This is an optimization exercise on Yosys and OpenROAD, whose aim is small area, a short achievable clock period and few clock cycles per item, not a production implementation.
Where RTL was checked, it was by simulation tests only, not by an equivalence proof against the original.
Only the layout flow was run in runs 2 and 7; the RTL was not checked for function there.
Power figures rest on the tool's default switching activity, not on a simulated workload.

==> flow/design.v <==
module vpu_int_pipe #(
  parameter int LANES = 8,
  parameter int LW    = 16,
  parameter int RW    = 32
) (
  input  logic                clk,
  input  logic                rst,
  input  logic                flush,
  input  logic                in_valid,
  output logic                in_ready,
  input  logic [3:0]          op,
  input  logic [LANES*LW-1:0] vs1,
  input  logic [LANES*LW-1:0] vs2,
  input  logic [LANES-1:0]    mask,
  output logic                out_valid,
  input  logic                out_ready,
  output logic [LANES*LW-1:0] vd,
  output logic [RW-1:0]       rd
);
  localparam int SW   = $clog2(LW);
  localparam int SUMW = LW + $clog2(LANES);   
  localparam int NP   = LANES / 2;            
  localparam logic [3:0] OP_ADD  = 4'd0;
  localparam logic [3:0] OP_SUB  = 4'd1;
  localparam logic [3:0] OP_AND  = 4'd2;
  localparam logic [3:0] OP_OR   = 4'd3;
  localparam logic [3:0] OP_XOR  = 4'd4;
  localparam logic [3:0] OP_MAX  = 4'd5;
  localparam logic [3:0] OP_MIN  = 4'd6;
  localparam logic [3:0] OP_SLL  = 4'd7;
  localparam logic [3:0] OP_SRL  = 4'd8;
  localparam logic [3:0] OP_SRA  = 4'd9;
  localparam logic [3:0] OP_CGE  = 4'd10;
  localparam logic [3:0] OP_CLT  = 4'd11;
  localparam logic [3:0] OP_CEQ  = 4'd12;
  localparam logic [3:0] OP_CNE  = 4'd13;
  localparam logic [3:0] OP_RSUM = 4'd14;
  localparam logic [3:0] OP_RMAX = 4'd15;
  function automatic logic [1:0] sge_eq(input logic [LW-1:0] x, input logic [LW-1:0] y);
    logic [LW-1:0] gt, eq;
    gt = x & ~y;
    eq = ~(x ^ y);
    gt[LW-1] = ~x[LW-1] & y[LW-1];
    for (int k = 1; k < LW; k = k * 2)
      for (int i = 0; i < LW; i = i + 2 * k) begin
        gt[i] = gt[i + k] | (eq[i + k] & gt[i]);
        eq[i] = eq[i + k] & eq[i];
      end
    sge_eq = {gt[0] | eq[0], eq[0]};
  endfunction
  function automatic logic sge(input logic [LW-1:0] x, input logic [LW-1:0] y);
    logic [LW-1:0] gt, eq;
    gt = x & ~y;
    eq = ~(x ^ y);
    gt[LW-1] = ~x[LW-1] & y[LW-1];
    for (int k = 1; k < LW; k = k * 2)
      for (int i = 0; i < LW; i = i + 2 * k) begin
        gt[i] = gt[i + k] | (eq[i + k] & gt[i]);
        eq[i] = eq[i + k] & eq[i];
      end
    sge = gt[0] | eq[0];
  endfunction
  logic                s1_full, s2_free, s1_adv, accept;
  logic [3:0]          s1_op;
  logic                s1_sub;
  logic [LANES*LW-1:0] s1_a, s1_x, x_in;
  logic [LANES-1:0]    s1_mask;
  logic [LANES-1:0]    s1_ge, s1_eq, ge_in, eq_in;   
  logic [LANES*LW-1:0] res_vd;
  logic [SUMW-1:0]     res_rd;      
  logic                res_rd_hi;   
  logic [SUMW-1:0]     s2_rd;
  logic                s2_rd_hi;
  assign s2_free  = !out_valid || out_ready;
  assign s1_adv   = s1_full && s2_free;
  assign in_ready = !s1_full || s2_free;
  assign accept   = in_valid && in_ready && !flush;
  always_ff @(posedge clk or negedge rst) begin
    if (!rst) begin
      s1_full   <= 1'b0;
      out_valid <= 1'b0;
    end else begin
      s1_full   <= !flush && (accept || (s1_full && !s1_adv));
      out_valid <= !flush && (s2_free ? s1_full : out_valid);
    end
  end
  always_ff @(posedge clk) begin
    if (in_ready) begin
      s1_op   <= op;
      s1_sub  <= (op == OP_SUB);
      s1_a    <= vs1;
      s1_x    <= x_in;
      s1_mask <= mask;
      s1_ge   <= ge_in;
      s1_eq   <= eq_in;
    end
  end
  always_ff @(posedge clk) begin
    if (s2_free) begin
      vd       <= res_vd;
      s2_rd    <= res_rd;
      s2_rd_hi <= res_rd_hi;
    end
  end
  assign rd = {{(RW-SUMW){s2_rd_hi}}, s2_rd};
  logic [LANES*LW-1:0] x_lane;
  logic [LANES*LW-1:0] x_red;
  for (genvar gi = 0; gi < LANES; gi++) begin : g_in
    logic [LW-1:0] a, b, x, y, shr, xl;
    logic [SW-1:0] sh;
    assign a  = vs1[LW*gi +: LW];
    assign b  = vs2[LW*gi +: LW];
    assign sh = b[SW-1:0];
    assign {ge_in[gi], eq_in[gi]} = sge_eq(a, b);
    always_comb begin
      for (int i = 0; i < LW; i++) x[i] = (op == OP_SLL) ? a[LW-1-i] : a[i];
      y = $signed({(op == OP_SRA) & a[LW-1], x}) >>> sh;
      for (int i = 0; i < LW; i++) shr[i] = (op == OP_SLL) ? y[LW-1-i] : y[i];
    end
    always_comb begin
      case (op)
        OP_ADD:                xl = b;
        OP_SUB:                xl = ~b;
        OP_AND:                xl = a & b;
        OP_OR:                 xl = a | b;
        OP_XOR:                xl = a ^ b;
        OP_SLL, OP_SRL, OP_SRA: xl = shr;
        default:               xl = b;   
      endcase
    end
    assign x_lane[LW*gi +: LW] = xl;
  end
  logic [SUMW-1:0] t [3*LANES];
  always_comb begin
    int n, base;
    for (int i = 0; i < LANES; i++)
      t[i] = SUMW'({!(mask[i] & vs1[LW*i+LW-1]), vs1[LW*i +: LW-1] & {(LW-1){mask[i]}}});
    for (int i = LANES; i < 3 * LANES; i++) t[i] = '0;
    n = LANES;
    base = 0;
    for (int j = 0; j < LANES - 3; j++) begin
      logic [SUMW-1:0] s3, c3;
      s3 = t[base] ^ t[base + 1] ^ t[base + 2];
      c3 = ((t[base] & t[base + 1]) | (t[base] & t[base + 2]) | (t[base + 1] & t[base + 2])) << 1;
      t[base + n]     = s3;
      t[base + n + 1] = c3;
      base = base + 3;
      n = n - 1;
    end
  end
  logic [NP*LW-1:0] cand_in;
  always_comb begin
    for (int k = 0; k < NP; k++) begin
      logic pick;
      pick = mask[2*k+1] &
             (!mask[2*k] || !sge(vs1[LW*(2*k) +: LW], vs1[LW*(2*k+1) +: LW]));
      cand_in[LW*k +: LW] = pick ? vs1[LW*(2*k+1) +: LW] : vs1[LW*(2*k) +: LW];
    end
  end
  always_comb begin
    x_red = '0;
    if (op == OP_RSUM)
      for (int i = 0; i < 3; i++) x_red[SUMW*i +: SUMW] = t[3*(LANES-3) + i];
    else
      x_red[NP*LW-1:0] = cand_in;
  end
  assign x_in = (op >= OP_RSUM) ? x_red : x_lane;
  logic s1_lane, s1_arith;
  assign s1_lane  = (s1_op <= OP_SRA);
  assign s1_arith = (s1_op <= OP_SUB);
  for (genvar gi = 0; gi < LANES; gi++) begin : g_lane
    logic [LW-1:0] a, x, sum, mm;
    logic [LW:0]   sum1;
    assign a    = s1_a[LW*gi +: LW];
    assign x    = s1_x[LW*gi +: LW];
    assign sum1 = {a, 1'b1} + {x, s1_sub};
    assign sum  = sum1[LW:1];
    assign mm  = ((s1_op == OP_MAX) ^ s1_ge[gi]) ? x : a;
    assign res_vd[LW*gi +: LW] = !(s1_mask[gi] && s1_lane) ? a :
                                 s1_arith ? sum :
                                 (s1_op == OP_MAX || s1_op == OP_MIN) ? mm : x;
  end
  logic [SUMW-1:0] r0, r1, r2, rsum;
  assign r0   = s1_x[0 +: SUMW];
  assign r1   = s1_x[SUMW +: SUMW];
  assign r2   = s1_x[2*SUMW +: SUMW];
  assign rsum = (r0 ^ r1 ^ r2) + (((r0 & r1) | (r0 & r2) | (r1 & r2)) << 1);
  logic [LW-1:0] cand [NP];
  logic [NP-1:0] cv, win;
  logic [LW-1:0] rmax;
  always_comb begin
    logic cge [NP][NP];
    for (int k = 0; k < NP; k++) begin
      cand[k] = s1_x[LW*k +: LW];
      cv[k]   = s1_mask[2*k] | s1_mask[2*k+1];
    end
    for (int i = 0; i < NP; i++)
      for (int j = i + 1; j < NP; j++)
        cge[i][j] = sge(cand[i], cand[j]);
    for (int i = 0; i < NP; i++) begin
      win[i] = cv[i];
      for (int j = 0; j < i; j++)      win[i] = win[i] & (!cv[j] | !cge[j][i]);
      for (int j = i + 1; j < NP; j++) win[i] = win[i] & (!cv[j] | cge[i][j]);
    end
    rmax = '0;
    for (int i = 0; i < NP; i++) rmax = rmax | (cand[i] & {LW{win[i]}});
  end
  always_comb begin
    res_rd    = '0;
    res_rd_hi = 1'b0;
    if (s1_op == OP_RSUM) begin
      res_rd    = {~rsum[SUMW-1], rsum[SUMW-2:0]};
      res_rd_hi = ~rsum[SUMW-1];
    end else if (s1_op == OP_RMAX) begin
      res_rd    = SUMW'($signed(rmax));
      res_rd_hi = rmax[LW-1];
    end else if (s1_op == OP_CGE) begin
      res_rd[LANES-1:0] = s1_ge & s1_mask;
    end else if (s1_op == OP_CLT) begin
      res_rd[LANES-1:0] = ~s1_ge & s1_mask;
    end else if (s1_op == OP_CEQ) begin
      res_rd[LANES-1:0] = s1_eq & s1_mask;
    end else if (s1_op == OP_CNE) begin
      res_rd[LANES-1:0] = ~s1_eq & s1_mask;
    end
  end
endmodule
==> flow/run.sh <==
#!/bin/bash
# synth_recipe.tcl (not shown) runs the flow's synth.tcl, then flattens the netlist and writes it again
# the make line also repeats each setting of config.mk as NAME=value (left out here)
make -C /OpenROAD-flow-scripts/flow DESIGN_CONFIG=/design/flow/config.mk WORK_HOME=/design/flow/orfs CLKGATE_MAP_FILE= SYNTH_SCRIPT=/design/flow/synth_recipe.tcl finish
==> flow/config.mk <==
export PLATFORM = sky130hd
export DESIGN_NAME = vpu_int_pipe
export DESIGN_NICKNAME = vpu_int_pipe
export VERILOG_FILES = /design/flow/design.v
export SDC_FILE = /design/flow/constraint.sdc
export NUM_CORES = 4
export LEC_CHECK = 0
export CAP_MARGIN = 20
export CORE_MARGIN = 2
export CORE_UTILIZATION = 40
export SETUP_SLACK_MARGIN = 2.5
export SLEW_MARGIN = 20
export TNS_END_PERCENT = 5
==> flow/constraint.sdc <==
create_clock -name core_clock -period 6.0 [get_ports {clk}]
set_input_delay 1.2000 -clock core_clock [delete_from_list [all_inputs] [get_ports {clk}]]
set_output_delay 1.2000 -clock core_clock [all_outputs]
set_load 0.01 [all_outputs]
==> flow_metrics.env, run 1 <==
export IMPL_finalClockSkew_ps=40.2
export IMPL_timing_hold_ws_ps=564
export IMPL_fin_crit_ps=3760
export IMPL_drc=0
export IMPL_core_area_um2=124000
export IMPL_grt_setup_unrepaired="yes"
export IMPL_crit_path_max_fanout=2
export IMPL_hp_class="reg2reg"
export IMPL_largest_voltage_drop_on_the_vdd_net_mv=0.235
export IMPL_cpPeakStageDelay_ps=640
export IMPL_register_bit_count_reported_by_yosys=434
export IMPL_floorplan_io_pins=435
export IMPL_max_cap_violations=0
export IMPL_worstSetupEndpointType="flop"
export IMPL_clk_insertion_delay_late_ps=710
export IMPL_ys_seq_area_share_pct=26.1
export IMPL_crit_type="in2reg"
export IMPL_synth_enable_flop_cells=432
export IMPL_crit_path_frequent_cell="fa_1"
export IMPL_crit_path_start="vs1[46]"
export IMPL_arrival_ps=4160
export IMPL_final_hpwl_from_detailed_placement_mm=185
export IMPL_grt_first_pass_wirelength_mm=350
export IMPL_globalplace_congestion=1.04
export IMPL_final_seq_area_um2=13000
export IMPL_drt_antenna_violating_nets=0
export IMPL_grt_antenna_before_repair=32
export IMPL_reg_to_reg_start="s1_x[40]$_DFFE_PN_"
export IMPL_synth_top_cell_area_share_pct=26.0
export IMPL_synthArstFlopShare_pct=0.461
export IMPL_drt_wl_total_mm=252
export IMPL_report_final_hold_viol_count=0
export IMPL_cts_made_buffers=54
export IMPL_dp_cells=7534
export IMPL_fin_setup_tns_ps=0
export IMPL_design_die_area_um2=128000
export IMPL_cp_num_buf_inv=1
export IMPL_initialDrtViolationCount=7384
export IMPL_crit_path_cell_chain="clkdlybuf4s50_1, and2_1, fa_1, fa_1, fa_1, nor2_1, a21oi_1, nor2_2, o22ai_4"
export IMPL_die_height_um=357
export IMPL_htree_levels=2
export IMPL_grt_overflow_total=0
export IMPL_die_w_um=357
export IMPL_synth_common_cells="ha_1, nor2_1, edfxtp_1"
export IMPL_placementRows=129
export IMPL_multiInputGateArea_um2=35000
export IMPL_ctsLongestPathBuffers=3
export IMPL_worst_slew_margin_rel_pct=29.5
export IMPL_placement_io_buffers=434
export IMPL_tightest_slew_ps=1050
export IMPL_cpLargestDelayFamily="adder cells"
export IMPL_startpoint_type="primary input"
export IMPL_setup_violations=0
export IMPL_routed_wire_length_per_instance_um=32.1
export IMPL_vias_in_the_first_global_route=47600
export IMPL_post_detailed_route_via_to_cell_ratio=6.55
export IMPL_ys_flop_type="edfxtp_1"
export IMPL_grt_max_degree=120
export IMPL_critical_path_required_ps=6400
export IMPL_synthToLayoutAreaGrowth_pct=23.9
export IMPL_synth_cell_types=84
export IMPL_clkSlewWorstSetupHoldPaths_ps=60
export IMPL_cts_root_buf="clkbuf_16"
export IMPL_min_from="s1_a[67]$_DFFE_PN_"
export IMPL_synth_most_common_cell="ha_1"
export IMPL_final_util_pct=49.9
export IMPL_ys_top_cells_by_area="edfxtp_1, ha_1, mux2i_1"
export IMPL_synth_largest_area_cell="edfxtp_1"
export IMPL_slew_viol_final=0
export IMPL_synthesized_netlist_net_count=6631
export IMPL_detailedRoute_firstPassIterationCount=27
export IMPL_cpMaxStageDelayCell="clkdlybuf4s50_1"
export IMPL_initial_core_util_pct=40.3
export IMPL_syn_inst=5569
export IMPL_cellLeakagePower_nw=26.4
export IMPL_syn_cell_area_um2=49900
export IMPL_max_freq_mhz=266
export IMPL_syn_area_per_cell_um2=8.96
export IMPL_grt_use_total_pct=38.1
export IMPL_fillCellCount=11700
export IMPL_tritoncts="done"
export IMPL_ys_warn_count=4
export IMPL_final_layout_size_suffix_gt1_share_pct=13.5
export IMPL_p_per_area_nw_per_um2=232
export IMPL_final_nets=7215
export IMPL_finalNonFillerCells=7838
export IMPL_run_status="timing/DRC/antenna clean"
export IMPL_min_period_over_period_pct=62.6
export IMPL_tritoncts_num_sinks=434
export IMPL_detailroute_via_count=51300
==> kinds of logic after synthesis <==
family	after synthesis	synth area share, %
adder cells (fa/ha/maj)	789	21.4
flip-flops	434	26.1
AND/OR/NAND/NOR	1392	12.5
buffers and inverters	739	5.99
XOR/XNOR	123	2.16
multiplexers	324	8.16
AO/OA/AOI/OAI	1768	23.7
==> path summary, 6_finish.rpt <==
check	endpoint	slack, ps	depth (start not counted)
max	s1_x[53]$_DFFE_PN_	2240	9
min	vd[67]$_DFFE_PP_	560	2
max reg2reg	s2_rd[16]$_DFFE_PP_	2320	12
min reg2reg	vd[67]$_DFFE_PP_	560	2
max in group asynchronous	out_valid$_DFF_PN0_	5200	1
min in group asynchronous	s1_full$_DFF_PN0_	670	1
==> layer usage <==
metal	GRT usage [%]	up-vias	share of wire [%]
li1	-	22100	-
met1	52.1	25000	40
met2	54.3	3566	40
met3	12.2	714	14
met4	17.4	34	5.7
met5	0	-	0.10
==> area by class of cell <==
cell class / count / area share (%)
clock inverters: 33 / 0.553
inverters: 423 / 2.69
well taps: 1637 / 3.31
repair buffers: 840 / 13.5
clock buffers: 67 / 2.32
diodes: 4 / 0.0162
flip-flops and latches: 434 / 21.1
multi-input cells: 4400 / 56.6
==> stage by stage <==
| stage | total power, mW | setup slack [ps] | cell area (um^2) |
|---|---|---|---|
| after floorplan | 7.68 | 1980 | 49900 |
| after global placement | 10.0 | 661 | 56800 |
| after detailed placement | 10.1 | 621 | 56800 |
| after CTS | 14.0 | 2380 | 60900 |
| after global routing | 14.9 | 2240 | 61800 |
| final | 14.3 | 2240 | 61800 |
==> worst register-to-register path, delay by kind of cell, from the launching register on <==
family | cells | cell delay [ps]
compound gates | 6 | 1400
fa+ha+maj | 2 | 790
buf+inv | 1 | 170
flops | 1 | 420
simple gates | 3 | 580
==> registers in the layout, summed over array words and instances (netlist names) <==
signal / cells
s1_sub: 1
s1_op: 4
vd: 128
s1_full: 1
s1_mask: 8
s1_ge: 8
s2_rd: 19
out_valid: 1
s1_a: 128
s1_eq: 8
s1_x: 128
==> cell usage in the layout, fill, tap and decap left out, types with 58 or more instances in the layout <==
cell	instances
a211oi_1	116
a21o_1	63
a21oi_1	399
a221oi_1	87
a22oi_1	67
and2_1	105
and3_1	60
buf_4	321
clkbuf_16	58
clkdlybuf4s50_1	344
edfxtp_1	432
fa_1	101
ha_1	678
inv_1	375
mux2i_1	222
mux4_2	66
nand2_1	421
nor2_1	487
nor3_1	82
o211ai_1	93
o21ai_0	305
o22ai_1	96
xnor2_1	75
==> power by group <==
part / switching, mW / internal, mW / leakage (nW)
Clock: 1.52 / 1.92 / 0.847
Combinational: 4.01 / 2.82 / 20.9
Sequential: 0.310 / 3.76 / 4.66
Total: 5.85 / 8.49 / 26.4
==> what timing repair did <==
action | in CTS | in global routing
hold buffers | 0 | 0
pin swaps | 53 | 14
endpoints found under the hold margin | 0 | 0
setup endpoints to repair | 171 | 182
buffers inserted | 132 | 49
gates resized for setup | 371 | 144
gates cloned | 16 | 3
Testbench counts, summed over its fixed seeds: cycles 16,016, items 16,000.
==> run 2: changes to the inputs <==
--- a/flow/design.v
+++ b/flow/design.v
@@ -36,18 +36,6 @@
   localparam logic [3:0] OP_CNE  = 4'd13;
   localparam logic [3:0] OP_RSUM = 4'd14;
   localparam logic [3:0] OP_RMAX = 4'd15;
-  function automatic logic [1:0] sge_eq(input logic [LW-1:0] x, input logic [LW-1:0] y);
-    logic [LW-1:0] gt, eq;
-    gt = x & ~y;
-    eq = ~(x ^ y);
-    gt[LW-1] = ~x[LW-1] & y[LW-1];
-    for (int k = 1; k < LW; k = k * 2)
-      for (int i = 0; i < LW; i = i + 2 * k) begin
-        gt[i] = gt[i + k] | (eq[i + k] & gt[i]);
-        eq[i] = eq[i + k] & eq[i];
-      end
-    sge_eq = {gt[0] | eq[0], eq[0]};
-  endfunction
   function automatic logic sge(input logic [LW-1:0] x, input logic [LW-1:0] y);
     logic [LW-1:0] gt, eq;
     gt = x & ~y;
@@ -111,7 +99,8 @@
     assign a  = vs1[LW*gi +: LW];
     assign b  = vs2[LW*gi +: LW];
     assign sh = b[SW-1:0];
-    assign {ge_in[gi], eq_in[gi]} = sge_eq(a, b);
+    assign ge_in[gi] = sge(a, b);
+    assign eq_in[gi] = (a == b);
     always_comb begin
       for (int i = 0; i < LW; i++) x[i] = (op == OP_SLL) ? a[LW-1-i] : a[i];
       y = $signed({(op == OP_SRA) & a[LW-1], x}) >>> sh;
==> run 2 against run 1 <==
  * Clock skew hardly changed
  * Utilization is 0.41 points lower
  * Cell count hardly changed
  * Global-route usage is 0.11 points higher
  * Combinational power hardly changed
  * Count of clock-buffer cells in the layout up 1
  * Highest routed layer unchanged
  * Flip-flop and latch count is the same
  * Critical endpoint is now s2_rd[6]$_DFFE_PP_
  * Largest power group unchanged
==> flow_metrics.env, run 2 <==
export IMPL_final_util_pct=49.5
export IMPL_final_nets=7194
export IMPL_critical_path_required_ps=6510
export IMPL_largest_voltage_drop_on_the_vdd_net_mv=0.237
export IMPL_initial_core_util_pct=40.3
export IMPL_synth_most_common_cell="ha_1"
export IMPL_timing_hold_worst_endpoint="vd[105]$_DFFE_PP_"
export IMPL_drt_wl_total_mm=257
export IMPL_core_area_um2=126000
export IMPL_tightest_slew_ps=1210
export IMPL_vias_in_the_first_global_route=48300
export IMPL_synthToLayoutAreaGrowth_pct=22.8
export IMPL_routed_wire_length_per_instance_um=32.8
export IMPL_htree_levels=2
export IMPL_grt_overflow_total=0
export IMPL_synth_enable_flop_cells=432
export IMPL_min_from="s1_a[105]$_DFFE_PN_"
export IMPL_crit_type="reg2reg"
export IMPL_detailroute_via_count=51600
export IMPL_fin_crit_ps=3780
export IMPL_die_w_um=360
export IMPL_synth_cell_types=88
export IMPL_design_die_area_um2=130000
export IMPL_max_cap_violations=0
export IMPL_r2r_end="s2_rd[6]$_DFFE_PP_"
export IMPL_layout_commonest_cell="ha_1"
export IMPL_clkSlewWorstSetupHoldPaths_ps=60
export IMPL_cts_made_buffers=55
export IMPL_place_ws_ps=660
export IMPL_most_common_layout_cells="ha_1, nand2_1, edfxtp_1"
export IMPL_slew_viol_final=0
export IMPL_grt_use_total_pct=38.2
export IMPL_hp_class="reg2reg"
export IMPL_post_detailed_route_via_to_cell_ratio=6.58
export IMPL_reg_largest_list="s1_a: 128 flops, s1_x: 128 flops, vd: 128 flops"
export IMPL_ys_warn_count=4
export IMPL_min_period_over_period_pct=63.0
export IMPL_final_layout_size_suffix_gt1_share_pct=13.7
export IMPL_floorplan_io_pins=435
export IMPL_globalplace_congestion=1.06
export IMPL_timing_hold_ws_ps=578
export IMPL_placementRows=130
export IMPL_ys_seq_area_share_pct=25.7
export IMPL_dp_cells=7539
export IMPL_r2r_slack_ps=2220
export IMPL_worstSetupEndpointType="flop"
export IMPL_setup_violations=0
export IMPL_synth_top_cell_area_share_pct=25.6
export IMPL_clk_insertion_delay_late_ps=690
export IMPL_max_freq_mhz=264
export IMPL_p_per_area_nw_per_um2=229
export IMPL_dpl_instance_area_um2=57700
export IMPL_cellLeakagePower_nw=26.5
export IMPL_ctsLongestPathBuffers=3
export IMPL_placement_io_buffers=434
export IMPL_initialDrtViolationCount=7112
export IMPL_synth_common_cells="ha_1, nand2_1, edfxtp_1"
export IMPL_timing_hold_worst_path_depth=2
export IMPL_drt_antenna_violating_nets=0
export IMPL_detailedRoute_firstPassIterationCount=8
export IMPL_register_bit_count_reported_by_yosys=434
export IMPL_syn_cell_area_um2=50700
export IMPL_arrival_ps=4290
export IMPL_ys_top_cells_by_area="edfxtp_1, ha_1, mux2i_1"
export IMPL_final_hpwl_from_detailed_placement_mm=192
export IMPL_cts_root_buf="clkbuf_16"
export IMPL_report_power_total_mw=14.2
export IMPL_grt_setup_unrepaired="yes"
export IMPL_synthesized_netlist_net_count=6619
export IMPL_grt_antenna_before_repair=37
export IMPL_run_status="timing/DRC/antenna clean"
export IMPL_post_route_cell_area_um2=62300
export IMPL_drc=0
export IMPL_report_final_hold_viol_count=0
export IMPL_finalNonFillerCells=7840
export IMPL_fin_setup_tns_ps=0
export IMPL_grt_first_pass_wirelength_mm=360
export IMPL_startpoint_type="flop"
export IMPL_die_height_um=360
export IMPL_synthArstFlopShare_pct=0.461
export IMPL_syn_area_per_cell_um2=9.13
export IMPL_ys_flop_type="edfxtp_1"
export IMPL_tritoncts_num_sinks=434
export IMPL_crit_path_max_fanout=31
export IMPL_reg_to_reg_start="s1_op[2]$_DFFE_PN_"
export IMPL_grt_max_degree=130
export IMPL_tritoncts="done"
export IMPL_worst_slew_margin_rel_pct=19.1
export IMPL_synth_largest_area_cell="edfxtp_1"
export IMPL_syn_inst=5557
export IMPL_finalClockSkew_ps=40.2
export IMPL_timing_reg2reg_worst_path_depth=8
export IMPL_fillCellCount=11900
export IMPL_timing_final_ws_setup_ps=2220
==> run 2: per-layer routing <==
layer  up-vias  GRT usage, %  routed length (um)
met4        28          18.8               15000
met5         -             0                 319
met1     25100          50.9              102000
li1      22100             -                   -
met2      3572          53.9              104000
met3       765          14.1               35400
==> run 2: worst max path at each step <==
stage,start,endpoint,slack (ps)
2_1_floorplan,out_ready,s2_rd[0]$_DFFE_PP_,1980
3_3_place_gp,op[1],s1_x[31]$_DFFE_PN_,720
3_5_place_dp,op[1],s1_x[31]$_DFFE_PN_,660
4_1_cts,vs1[48],s1_x[26]$_DFFE_PN_,2370
5_1_grt,vs1[114],s1_x[55]$_DFFE_PN_,2310
6_report,s1_op[2]$_DFFE_PN_,s2_rd[6]$_DFFE_PP_,2220
==> run 2: timing repair <==
action,in CTS,in global routing
cloned,10,1
endpoints found under the setup margin,178,173
setup buffers,94,81
pin swaps,19,29
gates resized for setup,285,111
hold buffers,0,0
==> run 2: critical path, stage by stage, from the launching register on <==
cell and delay (ps):
edfxtp_1 430, buf_4 350, and3_1 260, buf_4 200, nand2_1 510, nand2_1 420
o31ai_1 1000, a311o_1 270, o31a_1 170
==> run 2: cell families after synthesis <==
| family | count (synthesis) | share of synthesized area [%] |
|---|---|---|
| xor gates and xnor gates | 117 | 2.02 |
| adders and majority gates | 789 | 21.0 |
| buffers and inverters | 717 | 5.66 |
| muxes | 380 | 10.0 |
| DFF | 434 | 25.7 |
| and+or+nand+nor | 1443 | 13.3 |
| AOI/OAI and AO/OA | 1677 | 22.3 |
==> run 2: where the power goes <==
group	internal (mW)	leakage, nW	switching [mW]	total, mW
Sequential	3.77	4.66	0.321	4.09
Combinational	2.81	21.0	4.00	6.80
Clock	1.87	0.831	1.47	3.34
Total	8.44	26.5	5.79	14.2
==> run 2: final cells by class <==
cell class	instances	area (um^2)	area share (%)
diodes	18	45.0	0.0723
clock buffers	68	1450	2.32
clock inverters	29	269	0.432
inverters	398	1560	2.51
multi-input cells	4412	35800	57.4
flip-flops and latches	434	13000	20.9
well taps	1650	2060	3.32
repair buffers	831	8100	13.0
==> run 3: changes to the inputs <==
--- a/flow/design.v
+++ b/flow/design.v
@@ -36,6 +36,18 @@
   localparam logic [3:0] OP_CNE  = 4'd13;
   localparam logic [3:0] OP_RSUM = 4'd14;
   localparam logic [3:0] OP_RMAX = 4'd15;
+  function automatic logic [1:0] sge_eq(input logic [LW-1:0] x, input logic [LW-1:0] y);
+    logic [LW-1:0] gt, eq;
+    gt = x & ~y;
+    eq = ~(x ^ y);
+    gt[LW-1] = ~x[LW-1] & y[LW-1];
+    for (int k = 1; k < LW; k = k * 2)
+      for (int i = 0; i < LW; i = i + 2 * k) begin
+        gt[i] = gt[i + k] | (eq[i + k] & gt[i]);
+        eq[i] = eq[i + k] & eq[i];
+      end
+    sge_eq = {gt[0] | eq[0], eq[0]};
+  endfunction
   function automatic logic sge(input logic [LW-1:0] x, input logic [LW-1:0] y);
     logic [LW-1:0] gt, eq;
     gt = x & ~y;
@@ -99,8 +111,7 @@
     assign a  = vs1[LW*gi +: LW];
     assign b  = vs2[LW*gi +: LW];
     assign sh = b[SW-1:0];
-    assign ge_in[gi] = sge(a, b);
-    assign eq_in[gi] = (a == b);
+    assign {ge_in[gi], eq_in[gi]} = sge_eq(a, b);
     always_comb begin
       for (int i = 0; i < LW; i++) x[i] = (op == OP_SLL) ? a[LW-1-i] : a[i];
       y = $signed({(op == OP_SRA) & a[LW-1], x}) >>> sh;
--- a/flow/config.mk
+++ b/flow/config.mk
@@ -6,8 +6,9 @@
 export NUM_CORES = 4
 export LEC_CHECK = 0
 export CAP_MARGIN = 20
-export CORE_MARGIN = 2
-export CORE_UTILIZATION = 40
+export CORE_AREA = 2.3 2.72 330.7 329.2
+export CTS_BUF_LIST = sky130_fd_sc_hd__clkbuf_8
+export DIE_AREA = 0 0 333.0 333.0
 export SETUP_SLACK_MARGIN = 2.5
 export SLEW_MARGIN = 20
 export TNS_END_PERCENT = 5
==> run 3 against run 2 <==
  * Still clean on timing, DRC and antenna
  * Fmax shrank 1.1%
  * Synthesized cell count grew 0.22%
  * Via count grew 0.50%
==> flow_metrics.env, run 3 <==
export IMPL_synth_most_common_cell="ha_1"
export IMPL_crit_type="in2reg"
export IMPL_report_final_hold_viol_count=0
export IMPL_fin_crit_ps=3820
export IMPL_ys_top_cells_by_area="edfxtp_1, ha_1, mux2i_1"
export IMPL_ctsLongestPathBuffers=3
export IMPL_post_detailed_route_via_to_cell_ratio=6.78
export IMPL_timing_reg2reg_worst_path_depth=12
export IMPL_tritoncts="done"
export IMPL_p_clk_share_pct=22.9
export IMPL_crit_path_max_fanout=10
export IMPL_globalplace_congestion=1.04
export IMPL_syn_inst=5569
export IMPL_max_freq_mhz=262
export IMPL_netSwitchingPower_mw=5.84
export IMPL_ys_seq_area_share_pct=26.1
export IMPL_min_from="s1_a[98]$_DFFE_PN_"
export IMPL_run_status="timing/DRC/antenna clean"
export IMPL_timing_final_ws_setup_ps=2180
export IMPL_reg_to_reg_start="s1_x[19]$_DFFE_PN_"
export IMPL_placementRows=120
export IMPL_largest_voltage_drop_on_the_vdd_net_mv=0.171
export IMPL_critical_path_required_ps=6500
export IMPL_reg_largest_list="s1_a: 128 flops, s1_x: 128 flops, vd: 128 flops"
export IMPL_fin_setup_tns_ps=0
export IMPL_grt_first_pass_wirelength_mm=347
export IMPL_finalClockSkew_ps=58.5
export IMPL_worst_slew_margin_rel_pct=26.9
export IMPL_clkSlewWorstSetupHoldPaths_ps=60
export IMPL_synth_cell_types=84
export IMPL_r2r_slack_ps=2280
export IMPL_final_hpwl_from_detailed_placement_mm=185
export IMPL_grt_setup_unrepaired="yes"
export IMPL_design_die_area_um2=111000
export IMPL_floorplan_io_pins=435
export IMPL_drt_wl_total_mm=250
export IMPL_detailedRoute_firstPassIterationCount=9
export IMPL_synth_compound_area_share_pct=23.7
export IMPL_dpl_instance_area_um2=56600
export IMPL_tritoncts_num_sinks=434
export IMPL_slew_viol_final=0
export IMPL_drt_antenna_violating_nets=0
export IMPL_most_common_layout_cells="ha_1, nor2_1, edfxtp_1"
export IMPL_post_route_cell_area_um2=60700
export IMPL_report_power_total_mw=14.1
export IMPL_synth_enable_flop_cells=432
export IMPL_setup_violations=0
export IMPL_r2r_end="vd[31]$_DFFE_PP_"
export IMPL_timing_hold_worst_endpoint="vd[98]$_DFFE_PP_"
export IMPL_pwr_share_seq_pct=28.8
export IMPL_drc=0
export IMPL_routed_wire_length_per_instance_um=32.7
export IMPL_htree_levels=3
export IMPL_synthToLayoutAreaGrowth_pct=21.7
export IMPL_timing_hold_worst_path_depth=2
export IMPL_grt_use_total_pct=43.3
export IMPL_ys_warn_count=4
export IMPL_comb_power_share_pct=48.3
export IMPL_place_ws_ps=745
export IMPL_tightest_slew_ps=1100
export IMPL_syn_area_per_cell_um2=8.96
export IMPL_die_w_um=333
export IMPL_grt_antenna_before_repair=31
export IMPL_synthArstFlopShare_pct=0.461
export IMPL_detailroute_via_count=51800
export IMPL_cts_root_buf="clkbuf_8"
export IMPL_max_cap_violations=0
export IMPL_placement_io_buffers=434
export IMPL_grt_overflow_total=0
export IMPL_synth_fa_ha_area_share_pct=21.4
export IMPL_core_area_um2=107000
export IMPL_die_height_um=333
export IMPL_worstSetupEndpointType="flop"
export IMPL_synthesized_netlist_net_count=6631
export IMPL_hp_class="reg2reg"
export IMPL_arrival_ps=4320
export IMPL_min_period_over_period_pct=63.7
export IMPL_synthXorXnorAreaFrac_pct=2.16
export IMPL_vias_in_the_first_global_route=47300
export IMPL_p_per_area_nw_per_um2=232
export IMPL_timing_hold_ws_ps=568
export IMPL_register_bit_count_reported_by_yosys=434
export IMPL_startpoint_type="primary input"
export IMPL_combinational_family_with_the_most_area_after_synthesis="compound AO/OA/AOI/OAI gates"
export IMPL_ys_flop_type="edfxtp_1"
export IMPL_synth_top_cell_area_share_pct=26.0
export IMPL_grt_max_degree=129
export IMPL_synth_mux_area_share_pct=8.16
export IMPL_switching_share_pct=41.5
export IMPL_synth_largest_area_cell="edfxtp_1"
export IMPL_internal_power_mw=8.22
export IMPL_final_nets=7219
export IMPL_syn_cell_area_um2=49900
export IMPL_final_layout_size_suffix_gt1_share_pct=12.3
export IMPL_synth_common_cells="ha_1, nor2_1, edfxtp_1"
export IMPL_cellLeakagePower_nw=26.3
export IMPL_layout_commonest_cell="ha_1"
export IMPL_clk_insertion_delay_late_ps=780
export IMPL_cts_made_buffers=86
export IMPL_synthSimpleGateAreaFrac_pct=12.5
export IMPL_initial_core_util_pct=46.6
export IMPL_initialDrtViolationCount=8186
## run 3: changes by cell type in the layout (fill, tap and decap cells not counted), moves of 35 or more
cell / delta
nor2_1: +111
mux4_2: -35
a21oi_1: +41
nand2_1: -38
inv_1: +57
clkbuf_8: +88
clkbuf_16: -54
## run 3: metrics by stage
| stage | util [%] | cells |
|---|---|---|
| 2_1_floorplan | - | 5569 |
| 3_3_place_gp | 52.9 | 7323 |
| 3_5_place_dp | 52.9 | 7323 |
| 4_1_cts | 55.6 | 7578 |
| 5_1_grt | 56.7 | 7632 |
| 6_report | 56.7 | 7640 |
## run 3: critical path: stages
cell	delay [ps]
clkdlybuf4s50_1	770
and2_1	400
fa_1	520
fa_1	460
fa_1	490
nor2_1	140
a21oi_1	70
o22a_1	260
## run 3: what timing repair did
item / in CTS / in global routing
endpoints found under the setup margin: 163 / 164
cloned: 6 / 3
endpoints found under the hold margin: 0 / 0
hold buffers: 0 / 0
pin swaps: 10 / 19
setup buffers: 94 / 46
gates resized for setup: 94 / 192
## run 3: power groups by stage
stage,registers (mW),clock network [mW],logic (mW)
after global placement,4.29,0,5.79
after detailed placement,4.29,0,5.84
after global routing,4.08,3.35,7.21
final,4.05,3.22,6.79
after CTS,4.05,3.24,6.39
after floorplan,4.10,0,3.59
## run 3: worst max path at each step
stage,start,endpoint,slack (ps),depth (start not counted)
2_1_floorplan,out_ready,s2_rd[0]$_DFFE_PP_,1980,2
3_3_place_gp,op[2],s1_x[2]$_DFFE_PN_,660,10
3_5_place_dp,op[2],s1_x[2]$_DFFE_PN_,750,10
4_1_cts,vs1[89],s1_x[39]$_DFFE_PN_,2210,14
5_1_grt,vs1[79],s1_x[38]$_DFFE_PN_,2180,12
6_report,vs1[25],s1_x[29]$_DFFE_PN_,2180,8
## run 3: metal layers
metal  wire length [um]  part of all wire [%]  track usage [%]  vias to the layer above
li1                   -                     -                -                    22100
met1              98300                    39             58.8                    25000
met2              99800                    40             60.6                     3829
met3              35900                    14             15.0                      862
met4              15500                   6.2             22.0                       34
met5                357                  0.14                0                        -
## run 3: logic make-up after synthesis
group / Yosys count
fa+ha+maj: 789
compound gates: 1768
mux: 324
xor+xnor: 123
simple gates: 1392
flops: 434
buf+inv: 739
## run 3: cell type report
cell class	count	area, um^2
clock inverters	67	517
clock buffers	88	1210
flip-flops and latches	434	13000
inverters	423	1630
well taps	1403	1760
multi-input cells	4403	34800
repair buffers	809	7750
diodes	13	32.5
fillers	9799	46300
Testbench counts of run 3, summed over its fixed seeds: cycles 16,016, items 16,000.
==> run 4: changes to the inputs <==
--- a/flow/config.mk
+++ b/flow/config.mk
@@ -11,4 +11,4 @@
 export DIE_AREA = 0 0 333.0 333.0
 export SETUP_SLACK_MARGIN = 2.5
 export SLEW_MARGIN = 20
-export TNS_END_PERCENT = 5
+export TNS_END_PERCENT = 20
==> run 4 against run 3 <==
  * Combinational power is 4.1% higher
  * Die area stayed put
  * Count of clock-buffer cells in the layout stayed put
  * Critical path type unchanged
  * Highest routed layer unchanged
==> flow_metrics.env, run 4 <==
export IMPL_syn_inst=5569
export IMPL_vias_in_the_first_global_route=47700
export IMPL_worstSetupEndpointType="flop"
export IMPL_max_cap_violations=0
export IMPL_arrival_ps=4260
export IMPL_worst_slew_margin_rel_pct=28.3
export IMPL_synth_common_cells="ha_1, nor2_1, edfxtp_1"
export IMPL_most_common_layout_cells="ha_1, nor2_1, edfxtp_1"
export IMPL_ys_warn_count=4
export IMPL_placement_io_buffers=434
export IMPL_synth_most_common_cell="ha_1"
export IMPL_timing_final_ws_setup_ps=2180
export IMPL_initial_core_util_pct=46.6
export IMPL_cts_root_buf="clkbuf_8"
export IMPL_htree_levels=3
export IMPL_multiInputGateArea_um2=35100
export IMPL_min_period_over_period_pct=63.7
export IMPL_drt_antenna_violating_nets=0
export IMPL_synth_top_cell_area_share_pct=26.0
export IMPL_final_nets=7314
export IMPL_pwr_share_seq_pct=28.1
export IMPL_hold_buffers=0
export IMPL_grt_overflow_total=0
export IMPL_tritoncts="done"
export IMPL_p_per_area_nw_per_um2=231
export IMPL_synthToLayoutAreaGrowth_pct=24.1
export IMPL_synthesized_netlist_net_count=6631
export IMPL_routed_wire_length_per_instance_um=32.7
export IMPL_synth_cell_types=84
export IMPL_tritoncts_num_sinks=434
export IMPL_cellLeakagePower_nw=26.8
export IMPL_register_bit_count_reported_by_yosys=434
export IMPL_largest_voltage_drop_on_the_vdd_net_mv=0.171
export IMPL_core_area_um2=107000
export IMPL_tightest_slew_ps=1080
export IMPL_place_ws_ps=745
export IMPL_drt_wl_total_mm=253
export IMPL_hp_class="reg2reg"
export IMPL_detailroute_via_count=52400
export IMPL_ys_flop_type="edfxtp_1"
export IMPL_layout_commonest_cell="ha_1"
export IMPL_cts_made_buffers=86
export IMPL_floorplan_io_pins=435
export IMPL_netSwitchingPower_mw=5.94
export IMPL_placementRows=120
export IMPL_post_route_cell_area_um2=61900
export IMPL_die_height_um=333
export IMPL_crit_type="in2reg"
export IMPL_drc=0
export IMPL_final_util_pct=57.8
export IMPL_final_seq_area_um2=13000
export IMPL_run_status="timing/DRC/antenna clean"
export IMPL_final_layout_size_suffix_gt1_share_pct=15.0
export IMPL_switching_share_pct=41.5
export IMPL_p_clk_share_pct=22.5
export IMPL_synthArstFlopShare_pct=0.461
export IMPL_setup_violations=0
export IMPL_initialDrtViolationCount=8202
export IMPL_slew_viol_final=0
export IMPL_critical_path_required_ps=6440
export IMPL_clk_insertion_delay_late_ps=790
export IMPL_grt_max_degree=129
export IMPL_final_hpwl_from_detailed_placement_mm=185
export IMPL_fin_setup_tns_ps=0
export IMPL_grt_first_pass_wirelength_mm=351
export IMPL_grt_antenna_before_repair=32
export IMPL_dpl_instance_area_um2=56600
export IMPL_ys_top_cells_by_area="edfxtp_1, ha_1, mux2i_1"
export IMPL_comb_power_share_pct=49.5
export IMPL_fin_crit_ps=3820
export IMPL_globalplace_congestion=1.04
export IMPL_design_die_area_um2=111000
export IMPL_detailedRoute_firstPassIterationCount=10
export IMPL_startpoint_type="primary input"
export IMPL_synth_enable_flop_cells=432
export IMPL_reg_largest_list="s1_a: 128 flops, s1_x: 128 flops, vd: 128 flops"
export IMPL_report_final_hold_viol_count=0
export IMPL_ctsLongestPathBuffers=3
export IMPL_crit_path_max_fanout=9
export IMPL_finalClockSkew_ps=60.9
export IMPL_max_freq_mhz=262
export IMPL_synth_largest_area_cell="edfxtp_1"
export IMPL_die_w_um=333
export IMPL_grt_use_total_pct=43.8
export IMPL_ys_seq_area_share_pct=26.1
export IMPL_post_detailed_route_via_to_cell_ratio=6.77
export IMPL_fillCellCount=9688
export IMPL_internal_power_mw=8.36
export IMPL_syn_area_per_cell_um2=8.96
export IMPL_syn_cell_area_um2=49900
export IMPL_clkSlewWorstSetupHoldPaths_ps=80
export IMPL_grt_setup_unrepaired="yes"
run 4: cell counts after synthesis:
No cell type changed its count.
run 4: repair_timing:
| action | 4_1_cts | 5_1_grt |
|---|---|---|
| gates cloned | 11 | 4 |
| pin swaps | 27 | 51 |
| resized for setup | 202 | 280 |
| endpoints found under the setup margin | 163 | 158 |
| setup buffers | 132 | 97 |
run 4: layer usage:
layer / global-route usage (%) / part of all wire (%)
met3: 16.1 / 15
met5: 0 / 0.059
met2: 61.0 / 40
met1: 58.8 / 39
met4: 23.3 / 6.4
run 4: worst max-delay path, stage by stage:
cell and delay [ps]:
clkdlybuf4s15_1 720, inv_1 380, ha_1 450, inv_1 60, a21oi_1 120, o21bai_1 70
a21oi_1 140, o21bai_1 70, a221oi_1 640, o221ai_2 400
run 4: path summary, 6_finish.rpt:
check,cells after the start,slack [ps],from,to
setup / recovery,10,2180,vs1[35],s1_ge[2]$_DFFE_PN_
hold / removal,2,570,s1_a[98]$_DFFE_PN_,vd[98]$_DFFE_PP_
setup reg to reg,13,2420,s1_x[25]$_DFFE_PN_,s2_rd[3]$_DFFE_PP_
hold reg to reg,2,570,s1_a[98]$_DFFE_PN_,vd[98]$_DFFE_PP_
max in group asynchronous,1,5270,rst,s1_full$_DFF_PN0_
min in group asynchronous,1,610,rst,out_valid$_DFF_PN0_
run 4: cell type report:
type                            count  share of cell area [%]
Antenna cell                       16                  0.0647
Clock buffer                       88                    1.96
Clock inverter                     67                   0.835
Inverter                          423                    2.72
Multi-Input combinational cell   4406                    56.7
Sequential cell                   434                    21.0
Tap cell                         1403                    2.84
Timing Repair Buffer              901                    13.9
run 4: through the flow:
stage,power (mW),hold WS [ps],std cells
after floorplan,7.68,525,5569
after global placement,10.1,560,7323
after detailed placement,10.1,565,7323
after CTS,13.9,560,7621
after global routing,14.9,595,7727
final,14.3,570,7738
run 4: cell families (layout without fill, tap and decap cells):
| group | after synthesis | in the layout | share of synthesized area (%) |
|---|---|---|---|
| AOI/OAI and AO/OA | 1768 | 1772 | 23.7 |
| xor gates and xnor gates | 123 | 123 | 2.16 |
| DFF | 434 | 434 | 26.1 |
| and+or+nand+nor | 1392 | 1398 | 12.5 |
| buffers and inverters | 739 | 1479 | 5.99 |
| adders and majority gates | 789 | 789 | 21.4 |
| muxes | 324 | 324 | 8.16 |
| other | 0 | 16 | 0 |
run 4: power by group through the flow:
stage	sequential [mW]	combinational (mW)	clock [mW]
floorplan	4.10	3.59	0
global placement	4.29	5.79	0
detailed placement	4.29	5.84	0
CTS	4.02	6.59	3.24
global route	4.04	7.48	3.35
finish	4.02	7.07	3.21
==> run 5: changes to the inputs <==
--- a/flow/config.mk
+++ b/flow/config.mk
@@ -9,6 +9,6 @@
 export CORE_AREA = 2.3 2.72 330.7 329.2
 export CTS_BUF_LIST = sky130_fd_sc_hd__clkbuf_8
 export DIE_AREA = 0 0 333.0 333.0
-export SETUP_SLACK_MARGIN = 2.5
+export SETUP_SLACK_MARGIN = 3.0
 export SLEW_MARGIN = 20
-export TNS_END_PERCENT = 20
+export TNS_END_PERCENT = 5
==> run 5 against run 4 <==
  * Die area is the same
  * First-iteration DRC count grew 5.2%
  * Design area grew 3.1%
  * Area after synthesis is the same
  * Total power grew 2.4%
  * Combinational power grew 5.0%
  * Worst hold slack lost 1.8 ps
  * Critical path type unchanged
  * Non-clock buffer count grew 100
  * Critical path depth shrank 2
  * Highest routed layer unchanged
  * Wire length grew 2.2%
  * Utilization grew 1.8 points
  * Fmax grew 4.4%
==> flow_metrics.env, run 5 <==
export IMPL_run_status="timing/DRC/antenna clean"
export IMPL_report_final_hold_viol_count=0
export IMPL_critical_path_required_ps=6520
export IMPL_max_freq_mhz=273
export IMPL_netSwitchingPower_mw=6.09
export IMPL_detailedRoute_firstPassIterationCount=9
export IMPL_startpoint_type="primary input"
export IMPL_reg_largest_list="s1_a: 128 flops, s1_x: 128 flops, vd: 128 flops"
export IMPL_final_seq_area_um2=13000
export IMPL_synth_largest_area_cell="edfxtp_1"
export IMPL_vias_in_the_first_global_route=48700
export IMPL_crit_path_start="vs1[31]"
export IMPL_floorplan_io_pins=435
export IMPL_syn_inst=5569
export IMPL_placement_io_buffers=434
export IMPL_synthArstFlopShare_pct=0.461
export IMPL_place_ws_ps=745
export IMPL_syn_cell_area_um2=49900
export IMPL_core_area_um2=107000
export IMPL_syn_area_per_cell_um2=8.96
export IMPL_min_period_over_period_pct=61.0
export IMPL_comb_power_share_pct=50.7
export IMPL_synthesized_netlist_net_count=6631
export IMPL_ys_flop_type="edfxtp_1"
export IMPL_ys_top_cells_by_area="edfxtp_1, ha_1, mux2i_1"
export IMPL_design_die_area_um2=111000
export IMPL_drt_antenna_violating_nets=0
export IMPL_slew_viol_final=0
export IMPL_cellLeakagePower_nw=27.7
export IMPL_crit_path_max_fanout=3
export IMPL_globalplace_congestion=1.04
export IMPL_final_hpwl_from_detailed_placement_mm=185
export IMPL_pwr_share_seq_pct=27.3
export IMPL_final_layout_size_suffix_gt1_share_pct=18.9
export IMPL_grt_use_total_pct=44.8
export IMPL_finalClockSkew_ps=56.8
export IMPL_reg_to_reg_start="s1_x[21]$_DFFE_PN_"
export IMPL_clk_insertion_delay_late_ps=790
export IMPL_fillCellCount=9515
export IMPL_post_detailed_route_via_to_cell_ratio=6.76
export IMPL_clkSlewWorstSetupHoldPaths_ps=60
export IMPL_initialDrtViolationCount=8626
export IMPL_htree_levels=3
export IMPL_synth_enable_flop_cells=432
export IMPL_die_w_um=333
export IMPL_p_clk_share_pct=22.0
export IMPL_ctsLongestPathBuffers=3
export IMPL_cts_root_buf="clkbuf_8"
export IMPL_multiInputGateArea_um2=35900
export IMPL_final_nets=7415
export IMPL_drt_wl_total_mm=259
export IMPL_detailroute_via_count=53100
export IMPL_largest_voltage_drop_on_the_vdd_net_mv=0.170
export IMPL_fin_crit_ps=3660
export IMPL_placementRows=120
export IMPL_min_from="s1_a[98]$_DFFE_PN_"
export IMPL_arrival_ps=4180
export IMPL_cts_made_buffers=86
export IMPL_most_common_layout_cells="ha_1, nor2_1, edfxtp_1"
export IMPL_crit_type="in2reg"
export IMPL_grt_setup_unrepaired="yes"
export IMPL_synth_most_common_cell="ha_1"
export IMPL_ys_seq_area_share_pct=26.1
export IMPL_worst_slew_margin_rel_pct=26.8
export IMPL_drc=0
export IMPL_routed_wire_length_per_instance_um=33.0
export IMPL_setup_violations=0
export IMPL_tightest_slew_ps=1100
export IMPL_initial_core_util_pct=46.6
export IMPL_register_bit_count_reported_by_yosys=434
export IMPL_tritoncts="done"
export IMPL_layout_commonest_cell="ha_1"
export IMPL_fin_setup_tns_ps=0
export IMPL_grt_max_degree=129
export IMPL_switching_share_pct=41.6
export IMPL_worstSetupEndpointType="flop"
export IMPL_p_per_area_nw_per_um2=229
export IMPL_timing_final_ws_setup_ps=2340
export IMPL_synth_cell_types=84
export IMPL_tritoncts_num_sinks=434
export IMPL_synth_top_cell_area_share_pct=26.0
export IMPL_grt_overflow_total=0
export IMPL_max_cap_violations=0
export IMPL_internal_power_mw=8.55
export IMPL_synth_common_cells="ha_1, nor2_1, edfxtp_1"
export IMPL_grt_first_pass_wirelength_mm=359
export IMPL_synthToLayoutAreaGrowth_pct=27.9
export IMPL_grt_antenna_before_repair=29
export IMPL_die_height_um=333
export IMPL_ys_warn_count=4
export IMPL_hp_class="reg2reg"
-- run 5: changes by cell type in the layout (fill, tap and decap cells not counted), moves of 21 or more --
cell             previous run  this run
clkdlybuf4s50_1           355       299
buf_6                      49        97
buf_4                     370       414
ha_1                      677       646
ha_4                        6        32
inv_1                     382       358
a21oi_1                   400       379
-- run 5: area by class of cell --
| cell class | count | share of cell area [%] |
|---|---|---|
| clock inverters | 67 | 0.810 |
| multi-input cells | 4407 | 56.2 |
| clock buffers | 88 | 1.90 |
| repair buffers | 1001 | 15.1 |
| diodes | 22 | 0.0862 |
| flip-flops and latches | 434 | 20.4 |
| inverters | 423 | 2.72 |
| well taps | 1403 | 2.75 |
-- run 5: what timing repair did --
action | in CTS | in global routing
resized for setup | 530 | 376
setup endpoints to repair | 265 | 285
hold buffers | 0 | 0
buffers inserted | 216 | 111
cloned | 16 | 2
pin swaps | 92 | 84
-- run 5: kinds of logic after synthesis --
| group | after synthesis | share of synthesized area (%) |
|---|---|---|
| AOI/OAI and AO/OA | 1768 | 23.7 |
| xor gates and xnor gates | 123 | 2.16 |
| adders and majority gates | 789 | 21.4 |
| buffers and inverters | 739 | 5.99 |
| DFF | 434 | 26.1 |
| muxes | 324 | 8.16 |
| and+or+nand+nor | 1392 | 12.5 |
-- run 5: path summary, 6_finish.rpt --
kind	cells past startpoint	slack (ps)	endpoint
max in group asynchronous	1	5270	s1_full$_DFF_PN0_
worst min register to register	2	570	vd[98]$_DFFE_PP_
min in group asynchronous	1	610	out_valid$_DFF_PN0_
worst max register to register	12	2430	s2_rd[16]$_DFFE_PP_
worst min-delay path	2	570	vd[98]$_DFFE_PP_
worst max-delay path	8	2340	s1_x[35]$_DFFE_PN_
-- run 5: worst max-delay path: stages --
cell             delay (ps)
clkdlybuf4s50_1         730
nand2_1                 200
fa_1                    570
fa_1                    440
ha_1                    300
nor3_2                  470
a211oi_1                100
buf_4                   160
-- run 5: power by group through the flow --
stage	Combinational, mW	Clock [mW]	Sequential [mW]
global route	7.83	3.35	4.03
CTS	6.87	3.24	3.99
detailed placement	5.84	0	4.29
finish	7.42	3.22	4.00
floorplan	3.59	0	4.10
global placement	5.79	0	4.29
-- run 5: through the flow --
stage               area, um^2  hold slack, ps  power [mW]  util, %  instances
floorplan                49900             525        7.68        -       5569
global placement         56600             560        10.1     52.9       7323
detailed placement       56600             565        10.1     52.9       7323
CTS                      61900             560        14.1     57.9       7710
global route             63800             599        15.2     59.6       7827
finish                   63800             568        14.6     59.6       7845
-- run 5: layer usage --
metal | wire length (um) | up-vias | GRT usage, %
met5 | 315 | - | 0.695
met4 | 17600 | 28 | 25.6
met3 | 38900 | 947 | 16.4
met2 | 103000 | 4087 | 62.3
met1 | 98900 | 25500 | 59.4
li1 | - | 22500 | -
==> run 6: changes to the inputs <==
--- a/flow/config.mk
+++ b/flow/config.mk
@@ -6,9 +6,9 @@
 export NUM_CORES = 4
 export LEC_CHECK = 0
 export CAP_MARGIN = 20
-export CORE_AREA = 2.3 2.72 330.7 329.2
+export CORE_AREA = 2.3 2.72 357.88 356.32
 export CTS_BUF_LIST = sky130_fd_sc_hd__clkbuf_8
-export DIE_AREA = 0 0 333.0 333.0
-export SETUP_SLACK_MARGIN = 3.0
+export DIE_AREA = 0 0 360.11 360.11
+export SETUP_SLACK_MARGIN = 2.5
 export SLEW_MARGIN = 20
 export TNS_END_PERCENT = 5
==> run 6 against run 5 <==
  * Count of clock-buffer cells in the layout did not move
  * Clock skew is 11 ps lower
  * Via count down 2.9%
  * Clock power about the same
  * Critical endpoint is now s1_x[60]$_DFFE_PN_
  * Largest cell class unchanged
  * Largest power group unchanged
==> flow_metrics.env, run 6 <==
export IMPL_fin_setup_tns_ps=0
export IMPL_die_height_um=360
export IMPL_fillCellCount=12000
export IMPL_clkSlewWorstSetupHoldPaths_ps=70
export IMPL_tritoncts="done"
export IMPL_finalClockSkew_ps=45.4
export IMPL_detailedRoute_firstPassIterationCount=9
export IMPL_synth_cell_types=84
export IMPL_startpoint_type="primary input"
export IMPL_synth_enable_flop_cells=432
export IMPL_run_status="timing/DRC/antenna clean"
export IMPL_grt_use_total_pct=37.4
export IMPL_placementRows=130
export IMPL_synth_common_cells="ha_1, nor2_1, edfxtp_1"
export IMPL_drt_antenna_violating_nets=0
export IMPL_hp_class="in2async"
export IMPL_r2r_slack_ps=2290
export IMPL_final_nets=7240
export IMPL_detailroute_via_count=51500
export IMPL_grt_overflow_total=0
export IMPL_cts_root_buf="clkbuf_8"
export IMPL_grt_first_pass_wirelength_mm=352
export IMPL_tightest_slew_ps=1170
export IMPL_synthArstFlopShare_pct=0.461
export IMPL_clk_insertion_delay_late_ps=820
export IMPL_max_freq_mhz=255
export IMPL_ys_warn_count=4
export IMPL_grt_setup_unrepaired="yes"
export IMPL_design_die_area_um2=130000
export IMPL_placement_io_buffers=434
export IMPL_initialDrtViolationCount=7966
export IMPL_layout_commonest_cell="ha_1"
export IMPL_max_cap_violations=0
export IMPL_ys_flop_type="edfxtp_1"
export IMPL_grt_antenna_before_repair=33
export IMPL_fin_crit_ps=3920
export IMPL_globalplace_congestion=1.07
export IMPL_setup_violations=0
export IMPL_arrival_ps=4480
export IMPL_tritoncts_num_sinks=434
export IMPL_grt_max_degree=85
export IMPL_cts_made_buffers=86
export IMPL_syn_inst=5569
export IMPL_syn_area_per_cell_um2=8.96
export IMPL_drc=0
export IMPL_final_util_pct=48.7
export IMPL_worstSetupEndpointType="flop"
export IMPL_synth_top_cell_area_share_pct=26.0
export IMPL_p_per_area_nw_per_um2=229
export IMPL_ys_seq_area_share_pct=26.1
export IMPL_most_common_layout_cells="ha_1, nor2_1, edfxtp_1"
export IMPL_reg_largest_list="s1_a: 128 flops, s1_x: 128 flops, vd: 128 flops"
export IMPL_crit_type="in2reg"
export IMPL_initial_core_util_pct=39.7
export IMPL_crit_path_max_fanout=9
export IMPL_core_area_um2=126000
export IMPL_worst_slew_margin_rel_pct=21.9
export IMPL_synth_most_common_cell="ha_1"
export IMPL_min_period_over_period_pct=65.4
export IMPL_routed_wire_length_per_instance_um=32.1
export IMPL_drt_wl_total_mm=254
export IMPL_report_final_hold_viol_count=0
export IMPL_final_layout_size_suffix_gt1_share_pct=13.1
export IMPL_synthToLayoutAreaGrowth_pct=22.7
export IMPL_post_detailed_route_via_to_cell_ratio=6.51
export IMPL_vias_in_the_first_global_route=47700
export IMPL_register_bit_count_reported_by_yosys=434
export IMPL_ctsLongestPathBuffers=3
export IMPL_timing_reg2reg_worst_path_depth=11
export IMPL_largest_voltage_drop_on_the_vdd_net_mv=0.190
export IMPL_syn_cell_area_um2=49900
export IMPL_synth_largest_area_cell="edfxtp_1"
export IMPL_final_hpwl_from_detailed_placement_mm=187
export IMPL_critical_path_required_ps=6560
export IMPL_slew_viol_final=0
export IMPL_htree_levels=3
export IMPL_floorplan_io_pins=435
export IMPL_cellLeakagePower_nw=26.4
export IMPL_die_w_um=360
export IMPL_synthesized_netlist_net_count=6631
export IMPL_hold_buffers=0
export IMPL_ys_top_cells_by_area="edfxtp_1, ha_1, mux2i_1"
## run 6: cell counts after synthesis
Identical to the previous run, type by type.
## run 6: worst paths after layout
check | start | to
max | vs1[63] | s1_x[60]$_DFFE_PN_
min | rst | out_valid$_DFF_PN0_
max reg2reg | s1_x[35]$_DFFE_PN_ | s2_rd[3]$_DFFE_PP_
min reg2reg | s1_a[74]$_DFFE_PN_ | vd[74]$_DFFE_PP_
max in group asynchronous | rst | s1_full$_DFF_PN0_
min in group core_clock | s1_a[74]$_DFFE_PN_ | vd[74]$_DFFE_PP_
## run 6: power breakdown
group,total (mW),internal [mW],leakage [nW],switching (mW)
logic,6.72,2.74,20.8,3.97
registers,4.09,3.76,4.66,0.329
clock network,3.19,1.64,0.939,1.55
total,14.0,8.14,26.4,5.85
## run 6: cell families after synthesis
| group | synth area share, % |
|---|---|
| buffers and inverters | 5.99 |
| AO/OA/AOI/OAI | 23.7 |
| adder cells (fa/ha/maj) | 21.4 |
| AND/OR/NAND/NOR | 12.5 |
| multiplexers | 8.16 |
| XOR/XNOR | 2.16 |
| flip-flops | 26.1 |
## run 6: per-layer routing
metal | share of wire (%) | GRT usage, %
met5 | 0.066 | 0
met1 | 40 | 51.1
met2 | 40 | 52.8
met4 | 6.3 | 19.8
met3 | 14 | 11.2
## run 6: repair_timing
item	CTS	global route
gates resized for setup	147	212
pin swaps	14	28
buffers inserted	115	60
setup endpoints to repair	184	183
endpoints found under the hold margin	0	0
gates cloned	7	8
## run 6: final cells by class
cell class | count | area [um^2] | area share, %
multi-input combinational | 4400 | 34700 | 56.7
sequential | 434 | 13000 | 21.3
timing repair buffer | 833 | 8020 | 13.1
tap | 1650 | 2060 | 3.37
inverter | 423 | 1640 | 2.68
clock buffer | 88 | 1210 | 1.98
clock inverter | 70 | 495 | 0.809
antenna | 12 | 30.0 | 0.0490
## run 6: metrics by stage
stage	instances	total power, mW	setup WS, ps	hold slack, ps	cell area, um^2
after floorplan	5569	7.68	1980	525	49900
after global routing	7901	14.6	2240	568	61200
after detailed placement	7550	10.1	650	555	56800
after global placement	7550	10.1	590	564	56800
final	7910	14.0	2080	569	61200
after CTS	7830	13.6	2310	512	60000
## run 6: worst max-delay path: stages
cell	delay, ps
dlygate4sd2_1	900
inv_1	380
nor3_2	710
nor2_1	170
a21o_1	230
o21ai_0	170
a21oi_1	100
buf_4	150
o22ai_1	440
==> run 7: changes to the inputs <==
--- a/flow/design.v
+++ b/flow/design.v
@@ -138,7 +138,7 @@
     for (int i = LANES; i < 3 * LANES; i++) t[i] = '0;
     n = LANES;
     base = 0;
-    for (int j = 0; j < LANES - 3; j++) begin
+    for (int j = 0; j < LANES - 4; j++) begin
       logic [SUMW-1:0] s3, c3;
       s3 = t[base] ^ t[base + 1] ^ t[base + 2];
       c3 = ((t[base] & t[base + 1]) | (t[base] & t[base + 2]) | (t[base + 1] & t[base + 2])) << 1;
@@ -160,7 +160,7 @@
   always_comb begin
     x_red = '0;
     if (op == OP_RSUM)
-      for (int i = 0; i < 3; i++) x_red[SUMW*i +: SUMW] = t[3*(LANES-3) + i];
+      for (int i = 0; i < 4; i++) x_red[SUMW*i +: SUMW] = t[3*(LANES-4) + i];
     else
       x_red[NP*LW-1:0] = cand_in;
   end
@@ -180,11 +180,14 @@
                                  s1_arith ? sum :
                                  (s1_op == OP_MAX || s1_op == OP_MIN) ? mm : x;
   end
-  logic [SUMW-1:0] r0, r1, r2, rsum;
+  logic [SUMW-1:0] r0, r1, r2, r3, q0, q1, rsum;
   assign r0   = s1_x[0 +: SUMW];
   assign r1   = s1_x[SUMW +: SUMW];
   assign r2   = s1_x[2*SUMW +: SUMW];
-  assign rsum = (r0 ^ r1 ^ r2) + (((r0 & r1) | (r0 & r2) | (r1 & r2)) << 1);
+  assign r3   = s1_x[3*SUMW +: SUMW];
+  assign q0   = r0 ^ r1 ^ r2;
+  assign q1   = ((r0 & r1) | (r0 & r2) | (r1 & r2)) << 1;
+  assign rsum = (q0 ^ q1 ^ r3) + (((q0 & q1) | (q0 & r3) | (q1 & r3)) << 1);
   logic [LW-1:0] cand [NP];
   logic [NP-1:0] cv, win;
   logic [LW-1:0] rmax;
--- a/flow/config.mk
+++ b/flow/config.mk
@@ -9,6 +9,6 @@
 export CORE_AREA = 2.3 2.72 357.88 356.32
 export CTS_BUF_LIST = sky130_fd_sc_hd__clkbuf_8
 export DIE_AREA = 0 0 360.11 360.11
-export SETUP_SLACK_MARGIN = 2.5
+export SETUP_SLACK_MARGIN = 3.0
 export SLEW_MARGIN = 20
 export TNS_END_PERCENT = 5
==> run 7 against run 6 <==
  * Worst hold slack worse by 7.8 ps
  * Flip-flop and latch count unchanged
  * Combinational power increased by 12%
  * Register-to-register slack worse by 600 ps
  * Via count grew 1.5%
  * Critical path type is now reg2reg
  * Still clean
  * Die area unchanged
==> flow_metrics.env, run 7 <==
export IMPL_run_status="timing/DRC/antenna clean"
export IMPL_reg_largest_list="s1_a: 128 flops, s1_x: 128 flops, vd: 128 flops"
export IMPL_grt_setup_unrepaired="yes"
export IMPL_hold_buffers=0
export IMPL_arrival_ps=4830
export IMPL_critical_path_required_ps=6520
export IMPL_design_die_area_um2=130000
export IMPL_synth_enable_flop_cells=432
export IMPL_max_cap_violations=0
export IMPL_timing_final_ws_setup_ps=1690
export IMPL_timing_hold_ws_ps=562
export IMPL_drt_wl_total_mm=261
export IMPL_synth_cell_types=90
export IMPL_ctsLongestPathBuffers=3
export IMPL_dp_cells=7478
export IMPL_ys_warn_count=4
export IMPL_grt_first_pass_wirelength_mm=359
export IMPL_synthToLayoutAreaGrowth_pct=25.1
export IMPL_internal_power_mw=8.47
export IMPL_finalClockSkew_ps=54.3
export IMPL_min_period_over_period_pct=71.9
export IMPL_detailedRoute_firstPassIterationCount=10
export IMPL_placement_io_buffers=434
export IMPL_final_hpwl_from_detailed_placement_mm=192
export IMPL_grt_overflow_total=0
export IMPL_report_final_hold_viol_count=0
export IMPL_worstSetupEndpointType="flop"
export IMPL_pwr_share_seq_pct=28.8
export IMPL_detailroute_via_count=52300
export IMPL_cts_made_buffers=81
export IMPL_slew_viol_final=0
export IMPL_initial_core_util_pct=39.7
export IMPL_fin_setup_tns_ps=0
export IMPL_die_height_um=360
export IMPL_comb_power_share_pct=50.6
export IMPL_fin_crit_ps=4310
export IMPL_largest_voltage_drop_on_the_vdd_net_mv=0.186
export IMPL_worst_slew_margin_rel_pct=24.0
export IMPL_globalplace_congestion=1.06
export IMPL_synth_common_cells="ha_1, edfxtp_1, inv_1"
export IMPL_synthesized_netlist_net_count=6538
export IMPL_p_per_area_nw_per_um2=238
export IMPL_synth_largest_area_cell="edfxtp_1"
export IMPL_final_layout_size_suffix_gt1_share_pct=14.7
export IMPL_finalNonFillerCells=7890
export IMPL_grt_max_degree=145
export IMPL_ys_seq_area_share_pct=26.1
export IMPL_clk_insertion_delay_late_ps=830
export IMPL_switching_share_pct=42.9
export IMPL_synthArstFlopShare_pct=0.461
export IMPL_final_util_pct=49.7
export IMPL_hp_class="reg2reg"
export IMPL_initialDrtViolationCount=8163
export IMPL_vias_in_the_first_global_route=48400
export IMPL_setup_violations=0
export IMPL_layout_commonest_cell="ha_1"
export IMPL_syn_cell_area_um2=49900
export IMPL_die_w_um=360
export IMPL_cellLeakagePower_nw=27.2
export IMPL_final_nets=7229
export IMPL_grt_antenna_before_repair=41
export IMPL_tightest_slew_ps=1130
export IMPL_clkSlewWorstSetupHoldPaths_ps=70
export IMPL_crit_path_max_fanout=4
export IMPL_routed_wire_length_per_instance_um=33.1
export IMPL_post_detailed_route_via_to_cell_ratio=6.63
export IMPL_drt_antenna_violating_nets=0
export IMPL_htree_levels=3
export IMPL_placementRows=130
export IMPL_tritoncts_num_sinks=434
export IMPL_grt_use_total_pct=38.2
run 7: critical path, stage by stage (launching register included):
cell and delay (ps):
edfxtp_1 780, inv_1 310, fa_1 610, inv_2 60
fa_2 400, a211o_1 280, a21oi_2 180, o21ai_2 100
a211oi_2 330, o21ai_1 130, a31oi_2 270, a211oi_2 120
xor2_1 170, a21o_1 250
run 7: stage by stage:
| step | power [mW] | cell area [um^2] |
|---|---|---|
| 4_1_cts | 14.3 | 60200 |
| 5_1_grt | 15.5 | 62400 |
| 6_report | 14.8 | 62400 |
| 2_1_floorplan | 8.13 | 49900 |
| 3_3_place_gp | 10.8 | 57000 |
| 3_5_place_dp | 10.8 | 57000 |
run 7: path summary, 6_finish.rpt:
kind / cells after the start / slack, ps / startpoint / end
max: 13 / 1690 / s1_x[59]$_DFFE_PN_ / s2_rd[17]$_DFFE_PP_
min: 2 / 560 / s1_a[114]$_DFFE_PN_ / vd[114]$_DFFE_PP_
max reg2reg: 13 / 1690 / s1_x[59]$_DFFE_PN_ / s2_rd[17]$_DFFE_PP_
min reg2reg: 2 / 560 / s1_a[114]$_DFFE_PN_ / vd[114]$_DFFE_PP_
max in group asynchronous: 1 / 5280 / rst / s1_full$_DFF_PN0_
min in group asynchronous: 1 / 580 / rst / out_valid$_DFF_PN0_
run 7: kinds of logic (layout without fill, tap and decap cells):
| kind of cell | count (synthesis) | count (layout) | share of synthesized area [%] |
|---|---|---|---|
| adders and majority gates | 790 | 790 | 21.4 |
| and+or+nand+nor | 1214 | 1223 | 11.1 |
| buffers and inverters | 748 | 1486 | 5.97 |
| muxes | 358 | 358 | 8.61 |
| DFF | 434 | 434 | 26.1 |
| xor gates and xnor gates | 135 | 135 | 2.37 |
| other | 0 | 17 | 0 |
| AOI/OAI and AO/OA | 1796 | 1797 | 24.4 |
run 7: what timing repair did:
item / in CTS / in global routing
resized for setup: 243 / 306
setup buffers: 106 / 132
pin swaps: 51 / 47
setup endpoints to repair: 262 / 285
cloned: 9 / 8
run 7: power by group through the flow:
stage               sequential (mW)  combinational (mW)  clock, mW
floorplan                      4.14                3.98          0
global placement               4.37                6.41          0
finish                         4.28                7.51       3.06
detailed placement             4.37                6.46          0
global route                   4.28                7.97       3.22
CTS                            4.23                6.99       3.10
run 7: layout make-up:
class | instances | area, um^2
Multi-Input combinational cell | 4303 | 35100
Sequential cell | 434 | 13000
Tap cell | 1650 | 2060
Antenna cell | 17 | 42.5
Timing Repair Buffer | 914 | 8910
Fill cell | 11700 | 63300
Clock buffer | 84 | 1160
Clock inverter | 56 | 444
Inverter | 432 | 1670
run 7: per-layer routing:
layer,wire (um),track usage (%)
met1,102000,50.7
met2,103000,52.8
met3,39200,15.1
met4,16700,20.1
met5,411,0.925

Setup slack of run 7, layout unchanged: 1.688 ns with ideal ports, 1.688 ns with driving cells assumed (clock clkbuf_16, inputs buf_2), 0.944 ns with port delays also shifted by the 0.867 ns mid clock arrival.
